From an optimization exercise on the open Yosys and OpenROAD flow, aimed at small area; shortcuts taken in it are not production practice. The RTL was checked by simulation tests, not by an equivalence proof against the original design. Power and IR drop assume default switching activity.

Design chip, start of the top module:
module chip (
	input logic clk,
	input logic chip_reset,
	input logic uart_rx,
	output logic uart_tx,
	output logic [3:0] status  
);
==> flow/config.mk <==
export PLATFORM = sky130hd
export DESIGN_NAME = chip
export DESIGN_NICKNAME = chip
export VERILOG_FILES = /design/flow/design.v
export SDC_FILE = /design/flow/constraint.sdc
export NUM_CORES = 4
export LEC_CHECK = 0
export CAP_MARGIN = 20
export CORE_MARGIN = 2
export CORE_UTILIZATION = 65
export SLEW_MARGIN = 20
==> flow/constraint.sdc <==
create_clock -name core_clock -period 10.0 [get_ports {clk}]
set_input_delay 2.0000 -clock core_clock [delete_from_list [all_inputs] [get_ports {clk}]]
set_output_delay 2.0000 -clock core_clock [all_outputs]
set_load 0.01 [all_outputs]
standard.sh (not shown) runs the stock make flow with config.mk's settings and CLKGATE_MAP_FILE= SYNTH_SCRIPT=/design/flow/synth_recipe.tcl, a recipe that flattens the netlist after the stock synthesis.
==> flow/flow/run.sh <==
#!/bin/bash
# Standard layout, except that the combinational logic of the standard
# synthesis netlist is re-mapped by ABC for area before floorplanning.
# Registers (instances, names, cell types, Q nets) are left untouched.
set -euo pipefail
WORK=$PWD
R=$WORK/orfs/results/$FLOW_PLATFORM/chip/base
LIB=$FLOW_HOME/platforms/$FLOW_PLATFORM/lib/sky130_fd_sc_hd__tt_025C_1v80.lib
YOSYS=$FLOW_HOME/../tools/install/yosys/bin/yosys
command -v yosys >/dev/null 2>&1 && YOSYS=$(command -v yosys)

# 1. standard synthesis
bash standard.sh synth > 1_standard_synth.log 2>&1
cp $R/1_2_yosys.v $WORK/std_1_2_yosys.v

# 2. area re-mapping of the logic between registers
DU=$(sed -n '/DONT_USE_CELLS/,/^$/p' $FLOW_HOME/platforms/$FLOW_PLATFORM/config.mk \
	| grep -o 'sky130_fd_sc_hd__[a-z0-9_]*' | sed 's/^/-dont_use /' | tr '\n' ' ')
SEQ=$(grep -oE 'sky130_fd_sc_hd__[a-z0-9_]+' $WORK/std_1_2_yosys.v | sort -u | grep -E '__(e?df|sdf|dl|sdl)' | tr '\n' ' ')
cat > $WORK/reopt.ys <<YS
read_liberty -ignore_miss_func $LIB
delete $SEQ
read_liberty -lib -nooverwrite $LIB
read_verilog $WORK/std_1_2_yosys.v
hierarchy -top $FLOW_TOP
flatten
rename -hide w:_*_.*
opt_clean
abc -liberty $LIB $DU -script $WORK/flow/area.abc
opt_clean -purge
hilomap -singleton -hicell sky130_fd_sc_hd__conb_1 HI -locell sky130_fd_sc_hd__conb_1 LO
splitnets
insbuf -buf sky130_fd_sc_hd__buf_4 A X
opt_clean -purge
tee -o $WORK/reopt_stat.txt stat -liberty $LIB
write_verilog -noattr -noexpr -nohex -nodec $WORK/reopt_1_2_yosys.v
YS
$YOSYS -s $WORK/reopt.ys > 2_reopt_yosys.log 2>&1
cp $WORK/reopt_1_2_yosys.v $R/1_2_yosys.v
rm -f $R/1_synth.odb $R/1_synth.sdc

# 3. the rest of the standard layout
export CTS_ARGS="-sink_clustering_enable -repair_clock_nets -buf_list sky130_fd_sc_hd__clkbuf_8 -sink_clustering_size 16 -sink_clustering_max_diameter 60 -dont_use_dummy_load"
bash standard.sh > 3_standard_layout.log 2>&1
==> flow/flow/area.abc <==
strash
ifraig
dc2
dch -f
amap -F 10 -A 10
topo
dnsize
Rerun with:
Settings changed: CAP_MARGIN 20 to 0, SLEW_MARGIN 20 to 0.
Result: The new run finished clean; area after synthesis is unchanged; non-clock buffer count fell by 2; total power barely changes; final cell count stays flat; wire length went down by 0.85%; worst hold slack gains 0.049 ns; utilization falls by 0.12 points; first-iteration DRC count falls by 0.41%.
Rerun with:
--- a/flow/flow/run.sh
+++ b/flow/flow/run.sh
@@ -42,3 +42,3 @@
 # 3. the rest of the standard layout
-export CTS_ARGS="-sink_clustering_enable -repair_clock_nets -buf_list sky130_fd_sc_hd__clkbuf_8 -sink_clustering_size 16 -sink_clustering_max_diameter 60 -dont_use_dummy_load"
+export CTS_ARGS="-sink_clustering_enable -repair_clock_nets -buf_list sky130_fd_sc_hd__clkbuf_16 -sink_clustering_size 28 -sink_clustering_max_diameter 60 -dont_use_dummy_load"
 bash standard.sh > 3_standard_layout.log 2>&1
Settings changed: CAP_MARGIN 0 to 20, CORE_UTILIZATION 65 to 40, CTS_BUF_LIST set to sky130_fd_sc_hd__clkbuf_8, CTS_CLUSTER_DIAMETER set to 60, CTS_CLUSTER_SIZE set to 16, SLEW_MARGIN 0 to 20.
Outcome: The new run finished clean. Total power increases by 4.4%. Via count decreases by 1.5%. Final area increases by 2.7%. Area after synthesis is unchanged. Die area increases by 61%. Global-route usage decreases by 12 points. Non-clock buffer count increases by 6. Wire length increases by 1.3%. Cell count increases by 14%.
Rerun with:
--- a/flow/flow/run.sh
+++ b/flow/flow/run.sh
@@ -42,3 +42,3 @@
 # 3. the rest of the standard layout
-export CTS_ARGS="-sink_clustering_enable -repair_clock_nets -buf_list sky130_fd_sc_hd__clkbuf_16 -sink_clustering_size 28 -sink_clustering_max_diameter 60 -dont_use_dummy_load"
+export CTS_ARGS="-sink_clustering_enable -repair_clock_nets -buf_list sky130_fd_sc_hd__clkbuf_8 -sink_clustering_size 16 -sink_clustering_max_diameter 60 -dont_use_dummy_load"
 bash standard.sh > 3_standard_layout.log 2>&1
==> flow/flow/area.abc (replaced) <==
strash
ifraig
dc2
dch -f
amap -F 10 -A 10
topo
dnsize
strash
ifraig
dch -f
amap -F 10 -A 10
topo
dnsize
Settings changed: CAP_MARGIN 20 to 0, CORE_UTILIZATION 40 to 70, CTS_BUF_LIST sky130_fd_sc_hd__clkbuf_8 to unset, CTS_CLUSTER_DIAMETER 60 to unset, CTS_CLUSTER_SIZE 16 to unset, SLEW_MARGIN 20 to 0.
- The changed run finished clean
- synthesized area is about the same
- design area shrinks by about 3%
- setup slack is better by 0.35 ns
- utilization grows by 32 points
- power shrinks by 4.5%
- non-clock buffer count shrinks by 6
Rerun with:
==> flow/flow/area.abc (replaced) <==
strash
ifraig
dc2
dch -f
amap -F 10 -A 10
topo
dnsize
Settings changed: CAP_MARGIN 0 to 20, CORE_UTILIZATION 70 to 40, CTS_BUF_LIST set to sky130_fd_sc_hd__clkbuf_8, CTS_CLUSTER_DIAMETER set to 60, CTS_CLUSTER_SIZE set to 16, SLEW_MARGIN 0 to 20.
The new run finished clean.
Area after synthesis hardly moves.
Cell area climbs by 2.2%.
Die area climbs by 74%.
Rerun with:
==> flow/flow/area.abc (replaced) <==
strash
ifraig
dc2
dch -f
amap -F 10 -A 10
topo
dnsize
strash
ifraig
dch -f
amap -F 10 -A 10
topo
dnsize
Settings changed: CAP_MARGIN 20 to 0, CORE_UTILIZATION 40 to 80, CTS_BUF_LIST sky130_fd_sc_hd__clkbuf_8 to unset, CTS_CLUSTER_DIAMETER 60 to unset, CTS_CLUSTER_SIZE 16 to unset, SLEW_MARGIN 20 to 0.
First-iteration DRC count goes up by well over a third. Die area goes down by well over a third. Core utilization goes up by 43 points. Setup slack is worse by 0.010 ns. Critical path depth goes up by 1. Sequential share of layout area goes up by 1.8 points. Design area goes down by a few percent. Global-route usage goes up by 25 points. Final cell count goes down by about a fifth.

## separate check: timing with driven ports
In the flow no input, the clock included, has a driving cell. The finished layouts below were timed again as built, in two steps. Step 1, drivers: a clkbuf_16 drives clk and a buf_2 each remaining input, both assumed. Step 2 adds t to the input delays and takes it off the output delays; t is the mean of the earliest and latest rising clock arrival at the registers after step 1. Input paths then give back, and output paths get back, about the clock's delay inside the block. a / b / c = ideal ports / drivers / drivers and shift; a / b = the first two.
run	t, ns	slack for setup (ns)	worst setup path at the end	clock arrival spread, ns	worst slew at a driven data input, ns
the first run	0.720	1.155 / 1.155 / 1.155	register to register	0.083 / 0.084	0.10
the second run	0.730	1.028 / 1.028 / 1.028	register to register	0.081 / 0.081	0.10
the third run	0.679	0.935 / 0.935 / 0.935	register to register	0.152 / 0.153	0.03
the fourth run	0.729	1.290 / 1.290 / 1.290	register to register	0.092 / 0.092	0.06
the fifth run	0.701	0.979 / 0.979 / 0.979	register to register	0.179 / 0.180	0.03
the sixth run	0.730	0.969 / 0.969 / 0.969	register to register	0.053 / 0.053	0.04
After both steps every run listed still meets setup and hold.
